What follows belongs to an exercise in optimizing a design on an open flow for small area and a short achievable clock period; a production flow would make more cautious choices. Only simulation tests tie the RTL to the original design; equivalence was not proved. Power is estimated from default activity; no workload was simulated.

File: flow/run.sh
#!/bin/bash
# synth_recipe.tcl (not shown) runs the flow's synth.tcl, then flattens the netlist and writes it again
# the make line also repeats each setting of config.mk as NAME=value (left out here)
make -C /OpenROAD-flow-scripts/flow DESIGN_CONFIG=/design/flow/config.mk WORK_HOME=/design/flow/orfs CLKGATE_MAP_FILE= SYNTH_SCRIPT=/design/flow/synth_recipe.tcl finish
File: flow/constraint.sdc
create_clock -name core_clock -period 5.5 [get_ports {clk}]
set_input_delay 1.1000 -clock core_clock [delete_from_list [all_inputs] [get_ports {clk}]]
set_output_delay 1.1000 -clock core_clock [all_outputs]
set_load 0.01 [all_outputs]
File: flow/config.mk
export PLATFORM = sky130hd
export DESIGN_NAME = spu_wb_collector
export DESIGN_NICKNAME = spu_wb_collector
export VERILOG_FILES = /design/flow/design.v
export SDC_FILE = /design/flow/constraint.sdc
export NUM_CORES = 4
export LEC_CHECK = 0
export CAP_MARGIN = 20
export CORE_MARGIN = 2
export CORE_UTILIZATION = 30
export SLEW_MARGIN = 20
File: flow/design.v
module spu_wb_collector #(
  parameter int DATA_W   = 128,
  parameter int DEPTH    = 16,
  parameter int STALL_TH = 4,
  localparam int RECW    = DATA_W + 8,
  localparam int AW      = $clog2(DEPTH),
  localparam int CW      = $clog2(DEPTH) + 1
) (
  input  logic              clk,
  input  logic              rst,
  input  logic              wb_valid_ep,
  input  logic [6:0]        wb_rt_addr_ep,
  input  logic [DATA_W-1:0] wb_data_ep,
  input  logic              wb_valid_op,
  input  logic [6:0]        wb_rt_addr_op,
  input  logic [DATA_W-1:0] wb_data_op,
  output logic              out_valid,
  input  logic              out_ready,
  output logic [RECW-1:0]   out_rec,
  output logic [CW-1:0]     count,
  output logic              stall_issue,
  output logic              overflow,
  output logic [15:0]       drop_cnt
);
  logic [AW-1:0]   wr_ptr_q, wr_ptr_d;
  logic [AW-1:0]   rd_ptr_q, rd_ptr_d;
  logic [CW-1:0]   count_q, count_d;
  logic            overflow_q, overflow_d;
  logic [15:0]     drop_cnt_q, drop_cnt_d;
  logic [RECW-1:0] mem_q [DEPTH];
  logic            pop;
  logic [CW-1:0]   space;
  logic            acc_ep, acc_op;
  logic [1:0]      n_push, n_drop;
  logic [16:0]     drop_sum;
  logic [AW-1:0]   wr_ptr_op;
  logic [RECW-1:0] rec_ep, rec_op;
  always_comb begin
    pop        = (count_q != '0) & out_ready;
    space      = CW'(DEPTH) - count_q + CW'(pop);
    acc_ep     = wb_valid_ep & (space >= CW'(1));
    acc_op     = wb_valid_op & (space >= (acc_ep ? CW'(2) : CW'(1)));
    n_push     = {1'b0, acc_ep} + {1'b0, acc_op};
    n_drop     = {1'b0, wb_valid_ep & ~acc_ep} + {1'b0, wb_valid_op & ~acc_op};
    wr_ptr_op  = wr_ptr_q + AW'(acc_ep);
    wr_ptr_d   = wr_ptr_q + AW'(n_push);
    rd_ptr_d   = rd_ptr_q + AW'(pop);
    count_d    = count_q + CW'(n_push) - CW'(pop);
    overflow_d = overflow_q | (n_drop != 2'd0);
    drop_sum   = {1'b0, drop_cnt_q} + 17'(n_drop);
    drop_cnt_d = drop_sum[16] ? 16'hFFFF : drop_sum[15:0];
    rec_ep     = {1'b0, wb_rt_addr_ep, wb_data_ep};
    rec_op     = {1'b1, wb_rt_addr_op, wb_data_op};
  end
  always_ff @(posedge clk or negedge rst) begin
    if (!rst) begin
      wr_ptr_q   <= '0;
      rd_ptr_q   <= '0;
      count_q    <= '0;
      overflow_q <= 1'b0;
      drop_cnt_q <= '0;
    end else begin
      wr_ptr_q   <= wr_ptr_d;
      rd_ptr_q   <= rd_ptr_d;
      count_q    <= count_d;
      overflow_q <= overflow_d;
      drop_cnt_q <= drop_cnt_d;
    end
  end
  always_ff @(posedge clk) begin
    if (acc_ep) mem_q[wr_ptr_q]  <= rec_ep;
    if (acc_op) mem_q[wr_ptr_op] <= rec_op;
  end
  assign out_valid   = (count_q != '0);
  assign out_rec     = mem_q[rd_ptr_q];
  assign count       = count_q;
  assign stall_issue = (CW'(DEPTH) - count_q) <= CW'(STALL_TH);
  assign overflow    = overflow_q;
  assign drop_cnt    = drop_cnt_q;
endmodule
==> results of run 1 <==
==> layer usage <==
layer,GRT usage [%],wire [um],vias up
li1,-,-,43400
met1,28.6,202000,54100
met2,33.2,242000,6771
met3,4.10,53200,1085
met4,9.91,24300,62
met5,0,361,-
==> layout by cell type (no fill, tap or decap), types with 39 or more instances in the layout <==
cell             count
clkbuf_1            44
mux4_2             662
clkinv_2            39
diode_2             62
nand3_1           2187
mux2_2            1972
a21oi_1           2201
clkdlybuf4s50_1    434
clkinv_1            72
buf_12             296
mux2_1              79
mux2_4             110
clkbuf_16          268
edfxtp_1          2160
buf_4              315
==> path summary, 6_finish.rpt <==
path                       cells after the start       endpoint          start
hold / removal                                 2  mem_q[3][135]  mem_q[3][135]
max in group asynchronous                      2    rd_ptr_q[2]            rst
hold reg to reg                                2  mem_q[3][135]  mem_q[3][135]
min in group asynchronous                      2    rd_ptr_q[0]            rst
setup / recovery                               5    out_rec[87]    rd_ptr_q[1]
setup reg to reg                              22  mem_q[2][132]     count_q[0]
==> state kept, by name, summed over array words and instances, names as in the netlist <==
| register | count |
|---|---|
| count_q | 5 |
| overflow_q | 1 |
| mem_q | 2176 |
| drop_cnt_q | 16 |
| rd_ptr_q | 4 |
| wr_ptr_q | 4 |
==> power by group through the flow <==
| stage | registers [mW] | logic [mW] | clock network (mW) |
|---|---|---|---|
| after global routing | 23.9 | 48.0 | 18.0 |
| after CTS | 23.7 | 46.0 | 17.4 |
| after detailed placement | 24.0 | 45.9 | 0 |
| after global placement | 23.9 | 45.8 | 0 |
| after floorplan | 23.7 | 27.6 | 0 |
| final | 23.7 | 46.5 | 17.2 |
==> final cells by class <==
type,count,area (sq um)
fill,44500,302000
sequential,2206,65900
multi-input combinational,7460,63900
timing repair buffer,1046,12600
tap,6149,7690
clock buffer,316,6930
clock inverter,149,1210
antenna,62,155
inverter,34,128
==> metrics by stage <==
stage / hold WS, ns / std cells
after global placement: 0.456 / 16900
after detailed placement: 0.454 / 16900
after floorplan: 0.438 / 11500
after global routing: 0.484 / 17400
after CTS: 0.466 / 17400
final: 0.464 / 17400
==> kinds of logic (layout without fill, tap and decap cells) <==
kind of cell               after synthesis  after routing  synth area share (%)
buffers and inverters                 1811           1545                  6.63
and+or+nand+nor                       2300           2300                  8.39
xor gates and xnor gates                19             19                 0.120
AOI/OAI and AO/OA                     2270           2270                  8.27
muxes                                 2843           2843                  28.8
adders and majority gates               28             28                 0.269
DFF                                   2206           2206                  47.6
other                                    0             62                     0
==> critical path, delay by kind of cell (launching register included) <==
kind | cells | cell delay, ns
flops | 1 | 0.97
compound gates | 1 | 0.65
buf+inv | 2 | 1.26
mux | 2 | 0.40
==> run notes, run 1 <==
* Slew headroom at 13.9%
* Crit end category: output port
* Largest net degree at the start of global routing at 211
* Vias in the first global route at 102k
* Overflow after GRT at 0
* Clock root buffer: clkbuf_16
* Yosys cell types at 48
* Pwr dens at 551 nW/um^2
* Largest area contributor in the netlist: edfxtp_1
* Most frequent cell after synthesis: a21oi_1
* # Post-CTS Setup Buffers at 0
* Reg2Reg Setup Slack at 0.35 ns
* Clk latency of the worst-skew pair at 0.94 ns
* Clock power frac at 19.7%
* Mean Syn Cell Area at 12.1 sq um
* Critical path class: register to output port
* Post-synth EDFFs at 2160
* Starting Density at 30.1%
* CTS Hold Bufs at 0
* Final total power at 87.5 mW
* Longest Clk Path Bufs at 4
* Post-DP HPWL at 306000 um
* Leak Pwr at 57.0 nW
* Arr. time, crit path at 4.27 ns
* CTS buffer count at 263
* Int Pwr at 47.7 mW
* Sequential share of the synthesized area at 47.6%
* Fin crit share at 97.6%
* Yosys top cell area share at 46.8%
* Final core utilization at 34.5%
* Share of cells above drive strength 1 at 33.6%
* Crit-path cells: buf_4, mux4_2, mux2i_1, a21oi_1, clkdlybuf4s50_1
* Nets at 11.3k
* Die area at 467000 sq um
* Min-delay worst type: register to register
* Sequential power share at 27.1%
* Post-DP Area at 150000 sq um
* Routed WL per cell at 30.0 um
* Width of the die at 684 um
* Actual slew at the worst max-slew pin at 1.29 ns
* GRT Util Overall at 21.3%
* Max Cap Viol at 0
* CTS resizes at 0
* Sw frac at 45.5%
* Initial antenna violation count at 115
* Syn Nets at 11.8k
* DRC violations left at 0
* First-pass iteration count of the detailed router at 6
* Sink Count at 2206
* Sw Pwr at 39.8 mW
* Status: finished clean
* Drt initial violations at 16.0k
* Vias at 105k
* Site row count at 249
* Tmin final at 5.37 ns
* Setup TNS at 0 ns
* Synth area leaders: edfxtp_1 (47%), mux2_2 (16%), mux4_2 (11%), a21oi_1 (7.9%), nand3_1 (7.9%)
* Max FO, Critical Path at 33
* Gate power share at 53.2%
* Fin. Hold Viols at 0
* Ports at 435
* Clk slew on worst S/H paths at 0.05 ns
* Startpoint Class: register
* Layout area overhead at 14.5%
* Async SR Flop Fraction at 1.36%
* Total wire length at 522000 um
* Worst ir drop on vdd at 0.797 mV
* PnR worst setup slack at 0.134 ns
* Data required time of the worst path at 4.40 ns
* Peak Freq at 0.186 GHz
* Synth Cell Area at 139000 sq um
* Post-Syn Instances at 11.5k
* Yosys reg bits at 2206
* First-pass GRT wire length at 755000 um
* Port-buffer cells at 434
* Max incr delay on CP at 0.97 ns
* Max-slew violations at 0
* Core area at 460000 sq um
* Worst Skew at 0.0728 ns
* Post-DRT Antenna Nets at 0
* Design area at 159000 sq um
* CP max-delay cell: dfrtp_4
* # setup viols final at 0
* Most used DFF post-synth: edfxtp_1
* CTS tree: built
* H-tree levels at 5
* Post-synth top cells: a21oi_1 (2201), nand3_1 (2187), edfxtp_1 (2160), mux2_2 (1972), clkbuf_1 (1333)
* Unrepaired setup endpoints after global routing: false
* Height of the die at 684 um
* Via density at 6.05
* Ys Warns at 1
* Routability cong. at 0.811
* Place WS at -0.137 ns
==> inputs of run 2 (changes only) <==
==> flow/design.v (replaced) <==
module spu_wb_collector #(
  parameter int DATA_W   = 128,
  parameter int DEPTH    = 16,
  parameter int STALL_TH = 4,
  localparam int RECW    = DATA_W + 8,
  localparam int AW      = $clog2(DEPTH),
  localparam int CW      = $clog2(DEPTH) + 1
) (
  input  logic              clk,
  input  logic              rst,
  input  logic              wb_valid_ep,
  input  logic [6:0]        wb_rt_addr_ep,
  input  logic [DATA_W-1:0] wb_data_ep,
  input  logic              wb_valid_op,
  input  logic [6:0]        wb_rt_addr_op,
  input  logic [DATA_W-1:0] wb_data_op,
  output logic              out_valid,
  input  logic              out_ready,
  output logic [RECW-1:0]   out_rec,
  output logic [CW-1:0]     count,
  output logic              stall_issue,
  output logic              overflow,
  output logic [15:0]       drop_cnt
);
  logic [DEPTH-1:0] wr_oh_q, rd_oh_q;
  logic [CW-1:0]    count_q;
  logic             overflow_q;
  logic [15:0]      drop_cnt_q;
  logic [RECW-1:0]  mem_q [DEPTH];
  logic             nonempty, full, c15, pop;
  logic             ok_wr, ok_wr1;
  logic             acc_ep, acc_op;
  logic [1:0]       n_drop;
  logic [16:0]      drop_sum;
  logic             wr_odd;
  logic [RECW-1:0]  rec_ep, rec_op;
  logic [RECW-1:0]  bank_d [2];
  logic [DEPTH-1:0] we;
  logic [RECW-1:0]  rd_or [DEPTH];
  assign rec_ep = {1'b0, wb_rt_addr_ep, wb_data_ep};
  assign rec_op = {1'b1, wb_rt_addr_op, wb_data_op};
  always_comb begin
    nonempty = (count_q != '0);
    full     = count_q[AW];                        
    c15      = (count_q == CW'(DEPTH - 1));
    pop      = nonempty & out_ready;
    ok_wr    = ~full | out_ready;                  
    ok_wr1   = ~(full | c15) | (c15 & out_ready);  
    acc_ep   = wb_valid_ep & ok_wr;
    acc_op   = wb_valid_op & (wb_valid_ep ? ok_wr1 : ok_wr);
    n_drop   = {1'b0, wb_valid_ep & ~acc_ep} + {1'b0, wb_valid_op & ~acc_op};
    drop_sum = {1'b0, drop_cnt_q} + 17'(n_drop);
    wr_odd   = |(wr_oh_q & {(DEPTH/2){2'b10}});
    bank_d[0] = (~wr_odd & wb_valid_ep) ? rec_ep : rec_op;
    bank_d[1] = ( wr_odd & wb_valid_ep) ? rec_ep : rec_op;
    for (int e = 0; e < DEPTH; e++)
      we[e] = (wr_oh_q[e] & ok_wr) | (wr_oh_q[(e + DEPTH - 1) % DEPTH] & ok_wr1);
  end
  always_ff @(posedge clk or negedge rst) begin
    if (!rst) begin
      wr_oh_q    <= DEPTH'(1);
      rd_oh_q    <= DEPTH'(1);
      count_q    <= '0;
      overflow_q <= 1'b0;
      drop_cnt_q <= '0;
    end else begin
      case ({acc_ep, acc_op})
        2'b00:          wr_oh_q <= wr_oh_q;
        2'b11:          wr_oh_q <= {wr_oh_q[DEPTH-3:0], wr_oh_q[DEPTH-1:DEPTH-2]};
        default:        wr_oh_q <= {wr_oh_q[DEPTH-2:0], wr_oh_q[DEPTH-1]};
      endcase
      if (pop) rd_oh_q <= {rd_oh_q[DEPTH-2:0], rd_oh_q[DEPTH-1]};
      count_q    <= count_q + CW'(acc_ep) + CW'(acc_op) - CW'(pop);
      overflow_q <= overflow_q | (n_drop != 2'd0);
      drop_cnt_q <= drop_sum[16] ? 16'hFFFF : drop_sum[15:0];
    end
  end
  for (genvar e = 0; e < DEPTH; e++) begin : g_slot
    always_ff @(posedge clk) begin
      if (we[e]) mem_q[e] <= bank_d[e % 2];
    end
  end
  always_comb begin
    out_rec = '0;
    for (int e = 0; e < DEPTH; e++)
      out_rec = out_rec | (mem_q[e] & {RECW{rd_oh_q[e]}});
  end
  assign out_valid   = nonempty;
  assign count       = count_q;
  assign stall_issue = (CW'(DEPTH) - count_q) <= CW'(STALL_TH);
  assign overflow    = overflow_q;
  assign drop_cnt    = drop_cnt_q;
endmodule
==> run notes, run 2 <==
* Post-Syn Instances at 4209
* CTS resizes at 0
* First-pass GRT wire length at 374000 um
* Clk slew on worst S/H paths at 0.06 ns
* Core area at 274000 sq um
* Largest net degree at the start of global routing at 81
* Final core utilization at 36.7%
* Ys Warns at 3
* Worst Skew at 0.0641 ns
* Most frequent cell after synthesis: edfxtp_1
* Fin Hold WS at 0.351 ns
* Port-buffer cells at 434
* Share of cells above drive strength 1 at 16.9%
* GRT Util Overall at 18.7%
* Sink Count at 2230
* Largest register FFs at 2176
* Post-synth EDFFs at 2176
* Routed WL per cell at 31.1 um
* Starting Density at 30.2%
* Footprint of the multi-input gates at 15100 sq um
* Pwr dens at 533 nW/um^2
* Ports at 435
* Place WS at 0.643 ns
* Arr. time, crit path at 3.73 ns
* Vias at 48.5k
* Drt initial violations at 5958
* Fin. Hold Viols at 0
* CTS tree: built
* Post-DP HPWL at 149000 um
* Register Area at 66800 sq um
* Layout area overhead at 21.5%
* Yosys reg bits at 2230
* Most frequent cells in the layout: edfxtp_1 (2176), a22o_1 (544), a221oi_1 (544)
* Most used DFF post-synth: edfxtp_1
* Via density at 5.59
* Slew headroom at 26.5%
* Final total power at 53.6 mW
* Die area at 280000 sq um
* Yosys top cell area share at 78.9%
* Clk latency of the worst-skew pair at 0.88 ns
* Max-slew violations at 0
* Worst ir drop on vdd at 0.536 mV
* # setup viols final at 0
* Startpoint Class: register
* Height of the die at 529 um
* # Post-CTS Setup Buffers at 0
* Total wire length at 270000 um
* Async SR Flop Fraction at 2.42%
* Width of the die at 529 um
* CTS buffer count at 224
* Fill count at 25.0k
* Yosys cell types at 42
* Peak Freq at 0.207 GHz
* Sequential share of the synthesized area at 80.5%
* Min-delay worst type: input pin to async pin
* Routability cong. at 0.776
* Actual slew at the worst max-slew pin at 1.10 ns
* Leak Pwr at 34.3 nW
* H-tree levels at 4
* Fin crit share at 87.8%
* Site row count at 192
* DRC violations left at 0
* Overflow after GRT at 0
* Longest Clk Path Bufs at 3
* Syn Nets at 4499
* Post-DRT Antenna Nets at 0
* Vias in the first global route at 48.3k
* Status: finished clean
* CTS Hold Bufs at 0
* Tmin final at 4.83 ns
* Initial antenna violation count at 22
* Biggest register: mem_q
* Largest area contributor in the netlist: edfxtp_1
* Critical path class: register to output port
* PnR worst setup slack at 0.672 ns
* Clock root buffer: clkbuf_16
* Unrepaired setup endpoints after global routing: false
* Max Cap Viol at 0
* Most common cell after layout, fill and taps aside: edfxtp_1
* Synth Cell Area at 82800 sq um
* Crit end category: output port
* Setup TNS at 0 ns
* Synth area leaders: edfxtp_1 (79%), a22o_1 (5.9%), a221oi_1 (5.8%), mux2_2 (3.3%), dfrtp_1 (1.6%)
* Max FO, Critical Path at 40
* Post-synth top cells: edfxtp_1 (2176), a22o_1 (560), a221oi_1 (544), mux2_2 (246), clkbuf_1 (230)
* Data required time of the worst path at 4.40 ns
* Mean Syn Cell Area at 19.7 sq um
* Nets at 5069
* First-pass iteration count of the detailed router at 5
-- run 2: cell count changes after synthesis, sizes merged, moves of 22 or more --
cell,delta
a21oi,-2181
mux4,-662
mux2,-1874
nor2b,-22
a221oi,+544
nand4,+121
o21ai,-31
dfrtp,+22
a22o,+560
nand3,-2181
clkbuf,-1103
buf,-392
-- run 2: final timing paths --
check	start	end	slack (ns)	cells past startpoint
max in group asynchronous	rst	rd_oh_q[5]	4.54	2
max	rd_oh_q[0]	out_rec[40]	0.67	5
min	rst	drop_cnt_q[12]	0.35	2
min in group core_clock	overflow_q	overflow_q	0.48	1
max reg2reg	count_q[2]	drop_cnt_q[1]	1.76	13
min reg2reg	overflow_q	overflow_q	0.48	1
-- run 2: cell type report --
| class | count | area share (%) |
|---|---|---|
| inverter | 16 | 0.0597 |
| sequential | 2230 | 66.3 |
| multi-input combinational | 1681 | 15.0 |
| antenna | 7 | 0.0174 |
| clock buffer | 272 | 5.76 |
| clock inverter | 152 | 1.55 |
| tap | 3686 | 4.58 |
| timing repair buffer | 626 | 6.72 |
-- run 2: cells by family (layout without fill, tap and decap cells) --
kind of cell	Yosys count	count (layout)	share of synthesized area (%)
AOI/OAI and AO/OA	1149	1149	12.0
other	0	7	0
and+or+nand+nor	216	216	1.51
DFF	2230	2230	80.5
buffers and inverters	298	1066	1.47
xor gates and xnor gates	13	13	0.138
muxes	288	288	4.09
adders and majority gates	15	15	0.254
-- run 2: per-stage QoR --
stage	cell area, sq um	std cells
floorplan	82800	4209
global placement	93200	8238
detailed placement	93200	8239
CTS	101000	8663
global route	101000	8664
finish	101000	8670
-- run 2: critical path, cell delays in order, from the launching register on --
cell	delay, ns
dfstp_4	1.16
buf_12	0.41
a22o_1	0.20
a221oi_1	0.05
nand4_1	0.17
clkdlybuf4s50_1	0.77
-- run 2: power by group --
group	internal, mW	leakage, nW	switching [mW]
logic	1.92	7.86	7.96
clock network	8.50	3.57	6.70
registers	26.9	22.8	1.67
total	37.3	34.3	16.3
-- run 2: layer usage --
| layer | vias up | track usage (%) | wire [um] |
|---|---|---|---|
| met3 | 361 | 4.49 | 28400 |
| met4 | 24 | 4.21 | 5510 |
| met2 | 2771 | 29.7 | 125000 |
| met5 | - | 0 | 169 |
| met1 | 25900 | 25.9 | 111000 |
| li1 | 19400 | - | - |
==> inputs of run 3 (changes only) <==
==> flow/design.v (replaced) <==
module spu_wb_collector #(
  parameter int DATA_W   = 128,
  parameter int DEPTH    = 16,
  parameter int STALL_TH = 4,
  localparam int RECW    = DATA_W + 8,
  localparam int AW      = $clog2(DEPTH),
  localparam int CW      = $clog2(DEPTH) + 1
) (
  input  logic              clk,
  input  logic              rst,
  input  logic              wb_valid_ep,
  input  logic [6:0]        wb_rt_addr_ep,
  input  logic [DATA_W-1:0] wb_data_ep,
  input  logic              wb_valid_op,
  input  logic [6:0]        wb_rt_addr_op,
  input  logic [DATA_W-1:0] wb_data_op,
  output logic              out_valid,
  input  logic              out_ready,
  output logic [RECW-1:0]   out_rec,
  output logic [CW-1:0]     count,
  output logic              stall_issue,
  output logic              overflow,
  output logic [15:0]       drop_cnt
);
  localparam int MS = DEPTH - 1;    
  localparam int NB = 3;            
  logic [MS-1:0]    wr_oh_q, rd_oh_q;
  logic [CW-1:0]    count_q;
  logic             nonempty_q, stall_q;
  logic             overflow_q;
  logic [15:0]      drop_cnt_q;
  logic [RECW-1:0]  head_q;
  logic [RECW-1:0]  mem_q [MS];
  logic             full, c15, c0, c1, pop;
  logic             ok_wr, ok_wr1;
  logic             acc_ep, acc_op;
  logic [1:0]       n_drop;
  logic [16:0]      drop_sum;
  logic             take_head, head_en, sel_a;
  logic [CW-1:0]    count_d;
  logic [RECW-1:0]  rec_ep, rec_op, rec_first, mem_rd;
  logic [NB-1:0]    wr_bank;
  logic [RECW-1:0]  bank_d [NB];
  logic [MS-1:0]    we;
  assign rec_ep = {1'b0, wb_rt_addr_ep, wb_data_ep};
  assign rec_op = {1'b1, wb_rt_addr_op, wb_data_op};
  always_comb begin
    full      = count_q[AW];                        
    c15       = (count_q == CW'(DEPTH - 1));
    c0        = ~nonempty_q;
    c1        = (count_q == CW'(1));
    pop       = nonempty_q & out_ready;
    ok_wr     = ~full | out_ready;                  
    ok_wr1    = ~(full | c15) | (c15 & out_ready);  
    acc_ep    = wb_valid_ep & ok_wr;
    acc_op    = wb_valid_op & (wb_valid_ep ? ok_wr1 : ok_wr);
    n_drop    = {1'b0, wb_valid_ep & ~acc_ep} + {1'b0, wb_valid_op & ~acc_op};
    drop_sum  = {1'b0, drop_cnt_q} + 17'(n_drop);
    count_d   = count_q + CW'(acc_ep) + CW'(acc_op) - CW'(pop);
    take_head = c0 | (c1 & out_ready);
    head_en   = c0 | out_ready;
    rec_first = wb_valid_ep ? rec_ep : rec_op;
    sel_a     = wb_valid_ep & ~take_head;
    for (int b = 0; b < NB; b++) begin
      wr_bank[b] = 1'b0;
      for (int e = b; e < MS; e += NB) wr_bank[b] = wr_bank[b] | wr_oh_q[e];
      bank_d[b] = (wr_bank[b] & sel_a) ? rec_ep : rec_op;
    end
    for (int e = 0; e < MS; e++)
      we[e] = (wr_oh_q[e] & ok_wr) | (wr_oh_q[(e + MS - 1) % MS] & ok_wr1);
    mem_rd = '0;
    for (int e = 0; e < MS; e++)
      mem_rd = mem_rd | (mem_q[e] & {RECW{rd_oh_q[e]}});
  end
  always_ff @(posedge clk or negedge rst) begin
    if (!rst) begin
      wr_oh_q    <= MS'(1);
      rd_oh_q    <= MS'(1);
      count_q    <= '0;
      nonempty_q <= 1'b0;
      stall_q    <= 1'b0;
      overflow_q <= 1'b0;
      drop_cnt_q <= '0;
    end else begin
      case ({acc_ep | acc_op, acc_ep & acc_op, take_head})
        3'b100, 3'b111: wr_oh_q <= {wr_oh_q[MS-2:0], wr_oh_q[MS-1]};
        3'b110:         wr_oh_q <= {wr_oh_q[MS-3:0], wr_oh_q[MS-1:MS-2]};
        default:        wr_oh_q <= wr_oh_q;
      endcase
      if (out_ready & ~c0 & ~c1) rd_oh_q <= {rd_oh_q[MS-2:0], rd_oh_q[MS-1]};
      count_q    <= count_d;
      nonempty_q <= (count_d != '0);
      stall_q    <= (CW'(DEPTH) - count_d) <= CW'(STALL_TH);
      overflow_q <= overflow_q | (n_drop != 2'd0);
      drop_cnt_q <= drop_sum[16] ? 16'hFFFF : drop_sum[15:0];
    end
  end
  always_ff @(posedge clk) begin
    if (head_en) head_q <= take_head ? rec_first : mem_rd;
  end
  for (genvar e = 0; e < MS; e++) begin : g_slot
    always_ff @(posedge clk) begin
      if (we[e]) mem_q[e] <= bank_d[e % NB];
    end
  end
  assign out_valid   = nonempty_q;
  assign out_rec     = head_q;
  assign count       = count_q;
  assign stall_issue = stall_q;
  assign overflow    = overflow_q;
  assign drop_cnt    = drop_cnt_q;
endmodule
--- a/flow/config.mk
+++ b/flow/config.mk
@@ -8,4 +8,5 @@
 export CAP_MARGIN = 20
 export CORE_MARGIN = 2
-export CORE_UTILIZATION = 30
+export CORE_UTILIZATION = 50
+export SETUP_SLACK_MARGIN = 2.8
 export SLEW_MARGIN = 20
==> run notes, run 3 <==
* Status: finished clean
* Most frequent cells in the layout: edfxtp_1 (2176), a22oi_1 (604), clkdlybuf4s50_1 (271)
* Design area at 105000 sq um
* Min-delay worst type: input pin to async pin
* Max incr delay on CP at 0.41 ns
* Most frequent cell after synthesis: edfxtp_1
* Post-DP Area at 94000 sq um
* Routability cong. at 0.798
* Reg2Reg Setup Slack at 2.54 ns
* Synth area leaders: edfxtp_1 (76%), a22oi_1 (5.3%), mux2_2 (4.8%), a222oi_1 (1.6%), mux2i_1 (1.6%)
* Initial antenna violation count at 13
* Yosys top cell area share at 75.8%
* Post-Route M1 WL at 111000 um
* CTS buffer count at 220
* Height of the die at 419 um
* First-pass iteration count of the detailed router at 8
* Startpoint Class: register
* Clock root buffer: clkbuf_16
* Post-synth top cells: edfxtp_1 (2176), a22oi_1 (604), mux2_2 (371), nand3_1 (249), clkbuf_1 (242)
* Footprint of the multi-input gates at 19200 sq um
* Post-DRT Antenna Nets at 0
* Slew headroom at 32.5%
* Via density at 6.75
* Vias in the first global route at 52.8k
* CP endpoint: drop_cnt_q[4]
* Async SR Flop Fraction at 2.42%
* Pwr dens at 346 nW/um^2
* Clk slew on worst S/H paths at 0.06 ns
* Vias at 53.4k
* Register Area at 66800 sq um
* Drt initial violations at 7774
* Peak Freq at 0.338 GHz
* Worst ir drop on vdd at 0.359 mV
* Worst Skew at 0.0386 ns
* Largest register FFs at 2040
* Unrepaired setup endpoints after global routing: true
* Data required time of the worst path at 6.26 ns
* Largest area contributor in the netlist: edfxtp_1
* Tmin final at 2.96 ns
* Sink Count at 2230
* Sequential share of the synthesized area at 77.4%
* Crit-path cells: ha_2, a41oi_4, buf_12, nor2_4, and2_4, ha_4, ha_4, inv_2, fa_2, or3_4, or3_4, o21ai_0
* Largest net degree at the start of global routing at 82
* Stages on the worst setup path at 12
* Fin crit share at 53.7%
* Worst reg2reg endpoint: drop_cnt_q[4]
* CP max-delay cell: or3_4
* GRT Util Overall at 32.7%
* Mean Syn Cell Area at 18.0 sq um
* # setup viols final at 0
* Actual slew at the worst max-slew pin at 1.01 ns
* Yosys reg bits at 2230
* Setup TNS at 0 ns
* CTS tree: built
* Die area at 176000 sq um
* Nets at 5699
* Clk latency of the worst-skew pair at 0.87 ns
* Post-Syn Instances at 4784
* Max FO, Critical Path at 7
* Synth Cell Area at 86200 sq um
* Site row count at 152
* Routed WL per cell at 37.6 um
* Routed met2 length at 143000 um
* Leak Pwr at 35.0 nW
* H-tree levels at 4
* Worst reg-to-reg path cell count at 12
* Post-synth EDFFs at 2176
* Fin. Hold Viols at 0
* Core area at 171000 sq um
* Worst Path Buf+Inv at 2
* Total wire length at 297000 um
* Yosys cell types at 46
* Layout area overhead at 21.3%
* Syn Nets at 5073
* DRC violations left at 0
* Reg2reg start: count_q[2]
* Starting Density at 50.3%
* Overflow after GRT at 0
* Met3 Wirelength at 29700 um
* Longest Clk Path Bufs at 3
* Width of the die at 419 um
* Biggest register: mem_q
* Fill count at 12.4k
* Max layer used: met5
* Post-DP HPWL at 147000 um
* Top delay family on crit path: simple AND/OR/NAND/NOR gates
* Most used DFF post-synth: edfxtp_1
* Critical path class: register to register
* CTS Hold Bufs at 0
* Ports at 435
* Arr. time, crit path at 3.72 ns
* Top flop regs: mem_q (2040), head_q (136), drop_cnt_q (16)
* Crit end category: register
* Crit path from: count_q[2]
* Share of cells above drive strength 1 at 20.7%
* Max-slew violations at 0
* First-pass GRT wire length at 403000 um
* Max Cap Viol at 0
* Port-buffer cells at 434
* Most common cell after layout, fill and taps aside: edfxtp_1
* Ys Warns at 3
[run 3: cell count changes after synthesis, sizes merged, moves of 12 or more]
cell / change
buf: +31
nand3: +243
o22ai: -16
nor3: +138
nor2: -17
mux2: +165
clkbuf: +12
nand4: -107
a22oi: +604
a221oi: -438
a222oi: +136
mux2i: +134
a21oi: +124
a22o: -439
[run 3: per-stage QoR]
step	std cells	util (%)	power, mW	setup slack [ns]	hold slack, ns
floorplan	4784	-	20.4	1.77	0.504
global placement	7341	54.9	21.6	0.910	0.458
detailed placement	7341	54.9	21.6	0.899	0.466
CTS	7860	59.9	36.1	2.47	0.376
global route	7912	61.0	37.1	2.47	0.447
finish	7915	61.0	36.2	2.54	0.397
[run 3: worst min-delay path by stage]
stage                 endpoint  slack (ns)  cells past startpoint
floorplan           overflow_q        0.50                      1
global placement    overflow_q        0.46                      1
detailed placement  overflow_q        0.47                      1
CTS                 count_q[3]        0.38                      2
global route        count_q[2]        0.45                      2
finish              count_q[3]        0.40                      2
[run 3: layer usage]
layer	track usage, %	vias up
met4	14.1	14
met1	43.2	27800
li1	-	21400
met3	5.60	644
met2	53.6	3577
met5	0	-
[run 3: timing repair]
item                                    in CTS  in global routing
pin swaps                                   18                  7
cloned                                      34                 23
hold endpoints to repair                     0                  0
setup buffers                               75                 25
gates resized for setup                    336                302
endpoints found under the setup margin    4071               1993
[run 3: power breakdown]
part / switching [mW] / internal [mW] / total [mW]
Clock: 6.44 / 8.33 / 14.8
Sequential: 0.107 / 18.9 / 19.0
Combinational: 1.41 / 1.02 / 2.43
[run 3: final cells by class]
type,instances,area share [%]
clock inverter,140,1.19
timing repair buffer,715,8.20
multi-input combinational,2222,18.4
clock buffer,270,5.50
inverter,21,0.0778
tap,2310,2.77
sequential,2230,63.9
antenna,7,0.0168
[run 3: cell families after synthesis]
group	Yosys count	synth area share, %
flip-flops	2230	77.4
XOR/XNOR	11	0.112
multiplexers	587	7.56
AND/OR/NAND/NOR	471	2.79
buffers and inverters	346	1.81
adder cells (fa/ha/maj)	14	0.229
AO/OA/AOI/OAI	1125	10.1
==> inputs of run 4 (changes only) <==
==> flow/flow/run.sh (new file) <==
#!/bin/bash
# Standard ORFS layout, except that the port buffers buffer_ports inserts are plain buf_2
# cells instead of the tool's default pick (a slow delay-buffer cell).
set -euo pipefail
export BUFFER_PORTS_ARGS="-buffer_cell sky130_fd_sc_hd__buf_2"
bash standard.sh finish > flow_standard.log 2>&1
==> flow/standard.sh (new file) <==
#!/bin/bash
# synth_recipe.tcl (not shown) runs the flow's synth.tcl, then flattens the netlist and writes it again
# the make line also repeats each setting of config.mk as NAME=value (left out here)
make -C /OpenROAD-flow-scripts/flow DESIGN_CONFIG=/design/flow/config.mk WORK_HOME=/design/flow/orfs CLKGATE_MAP_FILE= SYNTH_SCRIPT=/design/flow/synth_recipe.tcl "${@:-finish}"
removed: flow/run.sh
==> run notes, run 4 <==
* Largest register FFs at 2040
* Slew headroom at 21.1%
* Layout area overhead at 16.8%
* Syn Nets at 5073
* Nets at 5635
* Xor and xnor fraction of the mapped netlist area at 0.112%
* GRT Util Overall at 32.4%
* Via density at 6.73
* Drt initial violations at 7854
* CTS tree: built
* Pwr dens at 356 nW/um^2
* Cell repeated most along the worst path: buf_4
* Synth area leaders: edfxtp_1 (76%), a22oi_1 (5.3%), mux2_2 (4.8%), a222oi_1 (1.6%), mux2i_1 (1.6%)
* Mean Syn Cell Area at 18.0 sq um
* Int Pwr at 28.0 mW
* Post-DRT Antenna Nets at 0
* Post-synth EDFFs at 2176
* Vias at 52.9k
* Post-DP HPWL at 144000 um
* Post-synth top cells: edfxtp_1 (2176), a22oi_1 (604), mux2_2 (371), nand3_1 (249), clkbuf_1 (242)
* First-pass iteration count of the detailed router at 8
* CTS buffer count at 218
* Most frequent cell after synthesis: edfxtp_1
* Total wire length at 289000 um
* Yosys top cell area share at 75.8%
* Clock power frac at 41.1%
* Clk slew on worst S/H paths at 0.06 ns
* Top flop regs: mem_q (2040), head_q (136), drop_cnt_q (16)
* Peak Freq at 0.328 GHz
* Reg2reg start: count_q[2]
* Final cell count without fillers at 7863
* Width of the die at 419 um
* Ports at 435
* Worst Skew at 0.0345 ns
* Largest area contributor in the netlist: edfxtp_1
* First-pass GRT wire length at 399000 um
* Site row count at 152
* Max Cap Viol at 0
* Vias in the first global route at 51.4k
* Crit end category: register
* Routability cong. at 0.793
* Async SR Flop Fraction at 2.42%
* Fin. Hold Viols at 0
* Synth Area in Compound Gates at 10.1%
* Top delay family on crit path: buffers and inverters
* Largest net degree at the start of global routing at 87
* Setup TNS at 0 ns
* Min-delay worst type: input pin to async pin
* Mux contribution to synthesized area at 7.56%
* Actual slew at the worst max-slew pin at 1.18 ns
* Worst ir drop on vdd at 0.324 mV
* Crit path from: count_q[2]
* Sw Pwr at 7.90 mW
* Clk latency of the worst-skew pair at 0.86 ns
* Cell total after placement at 7336
* Final total power at 35.9 mW
* Unrepaired setup endpoints after global routing: true
* Crit-path cells: ha_2, a41oi_4, buf_12, buf_4, a22o_4, buf_4
* Sequential share of the synthesized area at 77.4%
* Worst Path Buf+Inv at 3
* Reg2Reg Setup Slack at 2.45 ns
* Clock root buffer: clkbuf_16
* Post-Syn Instances at 4784
* Overflow after GRT at 0
* Sequential power share at 53.0%
* PnR worst setup slack at 2.45 ns
* Arr. time, crit path at 3.55 ns
* Ys Warns at 3
* Initial antenna violation count at 37
* Max FO, Critical Path at 30
* Startpoint Class: register
* Status: finished clean
* Stages on the worst setup path at 6
* Tmin final at 3.05 ns
* DRC violations left at 0
* Gate power share at 6.0%
* Most frequent cells in the layout: edfxtp_1 (2176), a22oi_1 (604), buf_2 (432)
* Starting Density at 50.3%
* Die area at 176000 sq um
* Post-Synth Adder-Cell Area at 0.229%
* Post-synthesis simple-gate area fraction at 2.79%
* Critical path class: register to register
* Sink Count at 2230
* Most common cell after layout, fill and taps aside: edfxtp_1
* Worst reg2reg endpoint: mem_q[4][120]
* # setup viols final at 0
* CP endpoint: mem_q[4][120]
* Data required time of the worst path at 6.00 ns
* Max-slew violations at 0
* Core area at 171000 sq um
* CP max-delay cell: a22o_4
* Final core utilization at 58.7%
* Share of cells above drive strength 1 at 26.3%
* Routed WL per cell at 36.8 um
* Yosys cell types at 46
* Port-buffer cells at 434
* Leak Pwr at 33.7 nW
* Fin crit share at 55.4%
* Place WS at 1.26 ns
* H-tree levels at 4
* Yosys reg bits at 2230
* Height of the die at 419 um
* Longest Clk Path Bufs at 3
* Sw frac at 22.0%
* Most used DFF post-synth: edfxtp_1
* Largest family of logic cells by synthesized area: compound AO/OA/AOI/OAI gates
* Max incr delay on CP at 0.70 ns
* Biggest register: mem_q
* Worst reg-to-reg path cell count at 6
* Synth Cell Area at 86200 sq um
## run 4: cell types whose count changed in the layout (fill, tap and decap cells not counted), sizes merged
cell and delta:
clkbuf -10, clkinvlp +7, a22o +1, diode +11
dlygate4sd2 -120, clkinv -10, inv -4, bufinv -2
dlymetal6s2s -1, nand2 -1, bufbuf +1, clkdlybuf4s50 -271
buf +361, clkdlybuf4s15 -14
## run 4: cell families after synthesis
kind of cell	count (synthesis)
flops	2230
compound gates	1125
mux	587
simple gates	471
buf+inv	346
fa+ha+maj	14
xor+xnor	11
## run 4: how the worst min path moves through the flow
stage | slack [ns] | cells after the start | endpoint
floorplan | 0.50 | 1 | overflow_q
global placement | 0.45 | 1 | overflow_q
detailed placement | 0.45 | 1 | overflow_q
CTS | 0.40 | 2 | rd_oh_q[14]
global route | 0.45 | 2 | count_q[4]
finish | 0.41 | 2 | stall_q
## run 4: area by class of cell
type | instances | area [sq um]
Tap cell | 2310 | 2890
Multi-Input combinational cell | 2222 | 18500
Timing Repair Buffer | 653 | 5330
Inverter | 21 | 82.6
Fill cell | 12800 | 70700
Clock inverter | 131 | 1190
Clock buffer | 278 | 5810
Antenna cell | 18 | 45.0
Sequential cell | 2230 | 66800
## run 4: layer usage
metal | up-vias | GRT usage (%) | routed length (um)
li1 | 21300 | - | -
met1 | 27600 | 43.8 | 109000
met3 | 532 | 5.98 | 30300
met4 | 26 | 12.5 | 11100
met5 | - | 0 | 175
met2 | 3493 | 52.3 | 138000
## run 4: power by group through the flow
stage	combinational (mW)	clock [mW]	sequential [mW]
floorplan	0.962	0	19.4
global placement	1.89	0	19.4
detailed placement	1.91	0	19.4
CTS	2.06	14.8	19.0
global route	2.30	15.5	19.0
finish	2.15	14.7	19.0
## run 4: repair_timing
action | 4_1_cts | 5_1_grt
gates cloned | 25 | 3
hold buffers | 0 | 0
hold endpoints to repair | 0 | 0
setup buffers | 41 | 31
pin swaps | 15 | 11
setup endpoints to repair | 2854 | 2502
gates resized for setup | 73 | 45
## run 4: per-stage QoR
stage	area [sq um]	hold WS [ns]
after global placement	91800	0.450
after floorplan	86400	0.504
after CTS	100000	0.402
after detailed placement	91800	0.449
final	101000	0.412
after global routing	101000	0.453
==> inputs of run 5 (changes only) <==
==> flow/flow/run.sh (replaced) <==
#!/bin/bash
# Standard ORFS layout, except that the port buffers buffer_ports inserts are plain buf_2
# cells instead of the tool's default pick (a slow delay-buffer cell).
set -euo pipefail
export BUFFER_PORTS_ARGS="-buffer_cell sky130_fd_sc_hd__buf_1"
bash standard.sh finish > flow_standard.log 2>&1
--- a/flow/config.mk
+++ b/flow/config.mk
@@ -8,5 +8,6 @@
 export CAP_MARGIN = 20
 export CORE_MARGIN = 2
-export CORE_UTILIZATION = 50
-export SETUP_SLACK_MARGIN = 2.8
+export CORE_UTILIZATION = 65
+export SETUP_SLACK_MARGIN = 3.05
 export SLEW_MARGIN = 20
+export TNS_END_PERCENT = 0
==> run notes, run 5 <==
* Setup TNS at 0 ns
* Largest family of logic cells by synthesized area: compound AO/OA/AOI/OAI gates
* Site row count at 133
* Clk slew on worst S/H paths at 0.06 ns
* H-tree levels at 4
* Yosys reg bits at 2230
* Pwr dens at 357 nW/um^2
* GRT Util Overall at 38.0%
* Worst Skew at 0.0430 ns
* DRC violations left at 0
* Peak Freq at 0.334 GHz
* Xor and xnor fraction of the mapped netlist area at 0.112%
* Min-delay worst type: input pin to async pin
* Total wire length at 257000 um
* Reg2reg start: count_q[3]
* Synth Cell Area at 86200 sq um
* Post-DP Area at 90500 sq um
* Largest area contributor in the netlist: edfxtp_1
* Worst ir drop on vdd at 0.325 mV
* Post-synthesis simple-gate area fraction at 2.79%
* Footprint of the multi-input gates at 18200 sq um
* Yosys cell types at 46
* Routability cong. at 0.809
* Nets at 5558
* Biggest register: mem_q
* Reg2Reg Setup Slack at 2.52 ns
* Clk latency of the worst-skew pair at 0.85 ns
* Die area at 136000 sq um
* Max-slew violations at 0
* Post-Syn Instances at 4784
* Most used DFF post-synth: edfxtp_1
* Actual slew at the worst max-slew pin at 1.11 ns
* Clock root buffer: clkbuf_16
* Max Cap Viol at 0
* Crit path from: out_ready
* First-pass GRT wire length at 368000 um
* Post-DRT Antenna Nets at 0
* CTS tree: built
* Layout area overhead at 13.0%
* Drt initial violations at 7631
* Mux contribution to synthesized area at 7.56%
* Longest Clk Path Bufs at 3
* Width of the die at 368 um
* CTS buffer count at 213
* Post-synth top cells: edfxtp_1 (2176), a22oi_1 (604), mux2_2 (371), nand3_1 (249), clkbuf_1 (242)
* Design area at 97400 sq um
* Vias in the first global route at 51.5k
* Data required time of the worst path at 6.19 ns
* Most frequent cell after synthesis: edfxtp_1
* Routed WL per cell at 35.6 um
* Sink Count at 2230
* Largest register FFs at 2040
* Largest net degree at the start of global routing at 79
* Leak Pwr at 31.5 nW
* Share of cells above drive strength 1 at 16.3%
* Synth Area in Compound Gates at 10.1%
* Syn Nets at 5073
* Height of the die at 368 um
* Crit end category: register
* Unrepaired setup endpoints after global routing: true
* Synth area leaders: edfxtp_1 (76%), a22oi_1 (5.3%), mux2_2 (4.8%), a222oi_1 (1.6%), mux2i_1 (1.6%)
* Initial antenna violation count at 24
* Mean Syn Cell Area at 18.0 sq um
* First-pass iteration count of the detailed router at 9
* Via density at 7.24
* Fin. Hold Viols at 0
* Overflow after GRT at 0
* Critical path class: input pin to register
* Post-synth EDFFs at 2176
* Slew headroom at 26.0%
* Register Area at 66800 sq um
* Fill count at 8064
* Most frequent cells in the layout: edfxtp_1 (2176), a22oi_1 (604), buf_1 (431)
* Post-Synth Adder-Cell Area at 0.229%
* Starting Density at 65.6%
* Vias at 52.3k
* Fin crit share at 54.4%
* Max FO, Critical Path at 5
* Yosys top cell area share at 75.8%
* Top flop regs: mem_q (2040), head_q (136), drop_cnt_q (16)
* Ports at 435
* # setup viols final at 0
* Port-buffer cells at 434
* Most common cell after layout, fill and taps aside: edfxtp_1
* Async SR Flop Fraction at 2.42%
* Ys Warns at 3
* Startpoint Class: input pin
* Post-DP HPWL at 140000 um
* Core area at 131000 sq um
* Sequential share of the synthesized area at 77.4%
* Arr. time, crit path at 3.68 ns
* Tmin final at 2.99 ns
* Status: finished clean
[run 5: final timing paths]
kind                            endpoint  cells past startpoint
setup / recovery                 stall_q                     13
hold / removal             drop_cnt_q[5]                      2
setup reg to reg                 stall_q                     11
hold reg to reg               overflow_q                      1
max in group asynchronous     rd_oh_q[1]                      2
min in group core_clock       overflow_q                      1
[run 5: power by group]
part           leakage [nW]  switching [mW]  internal, mW
Sequential             20.5           0.121          18.9
Combinational          7.86            1.23         0.633
Clock                  3.21            6.17          7.74
Total                  31.5            7.52          27.3
[run 5: final cells by class]
cell class	count	area share, %
sequential	2230	68.6
tap	1755	2.25
inverter	21	0.0835
clock inverter	124	0.898
clock buffer	273	5.81
multi-input combinational	2209	18.7
timing repair buffer	594	3.69
antenna	14	0.0360
[run 5: kinds of logic (layout without fill, tap and decap cells)]
logic type | count (synthesis) | after routing
AO/OA/AOI/OAI | 1125 | 1125
XOR/XNOR | 11 | 11
adder cells (fa/ha/maj) | 14 | 14
buffers and inverters | 346 | 1012
flip-flops | 2230 | 2230
multiplexers | 587 | 587
other | 0 | 14
AND/OR/NAND/NOR | 471 | 472
[run 5: critical path, stage by stage]
cell and delay [ns]:
buf_2 0.14, inv_4 0.08, nand2_1 0.08, buf_12 0.13
nand2_2 0.09, ha_4 0.21, fa_2 0.37, fa_2 0.36
xnor2_1 0.16, or4_1 0.54, inv_1 0.07, ha_1 0.21
a21boi_0 0.13
[run 5: repair_timing]
item,4_1_cts,5_1_grt
gates cloned,2,0
pin swaps,4,0
gates resized for setup,20,1
setup buffers,17,0
hold buffers,0,0
setup endpoints to repair,3892,3980
[run 5: routing by layer]
layer | wire length, um | track usage, % | up-vias | part of all wire (%)
li1 | - | - | 21100 | -
met1 | 93700 | 53.0 | 26800 | 36
met2 | 123000 | 60.6 | 3868 | 48
met3 | 30600 | 6.92 | 556 | 12
met4 | 9880 | 14.3 | 20 | 3.8
met5 | 127 | 0 | - | 0.049
[run 5: stage by stage]
step / std cells / hold slack, ns / power [mW] / util (%) / setup slack, ns
5_1_grt: 7216 / 0.486 / 35.6 / 74.1 / 2.42
4_1_cts: 7206 / 0.419 / 34.8 / 74.0 / 2.52
3_3_place_gp: 6790 / 0.452 / 21.1 / 68.9 / 1.20
3_5_place_dp: 6790 / 0.451 / 21.1 / 68.9 / 1.16
6_report: 7220 / 0.423 / 34.8 / 74.1 / 2.51
2_1_floorplan: 4784 / 0.504 / 20.4 / - / 1.77

==> static timing again, ports no longer ideal <==
Ports are ideal in the flow. The routed layouts listed here were re-timed in OpenROAD. Step 1: set_driving_cell puts a clkbuf_16 on clk and a buf_2 on each other input, an assumption about the parent block. Step 2 times the ports against the registers' clock, not the clock port: input delays grow and output delays shrink by t, the midpoint of the rising clock arrivals with the driver on. Three values: ideal ports, drivers, drivers and shift; two values: the first two.
run	t (ns)	setup slack, ns	slew at the worst register clock pin (ns)
run 1	0.995	0.134 / 0.038 / -0.128	0.07 / 0.07
run 2	0.947	0.672 / 0.587 / 0.667	0.07 / 0.07
run 3	0.931	2.545 / 2.545 / 1.683	0.07 / 0.07
run 4	0.927	2.451 / 2.451 / 1.579	0.07 / 0.07
run 5	0.909	2.509 / 2.517 / 1.666	0.07 / 0.07
Met with ideal ports but missed after step 2: setup timing in run 1. The setup slack of run 4, which loses most, moves by 0.000 ns with the drivers and by -0.872 ns with both steps.
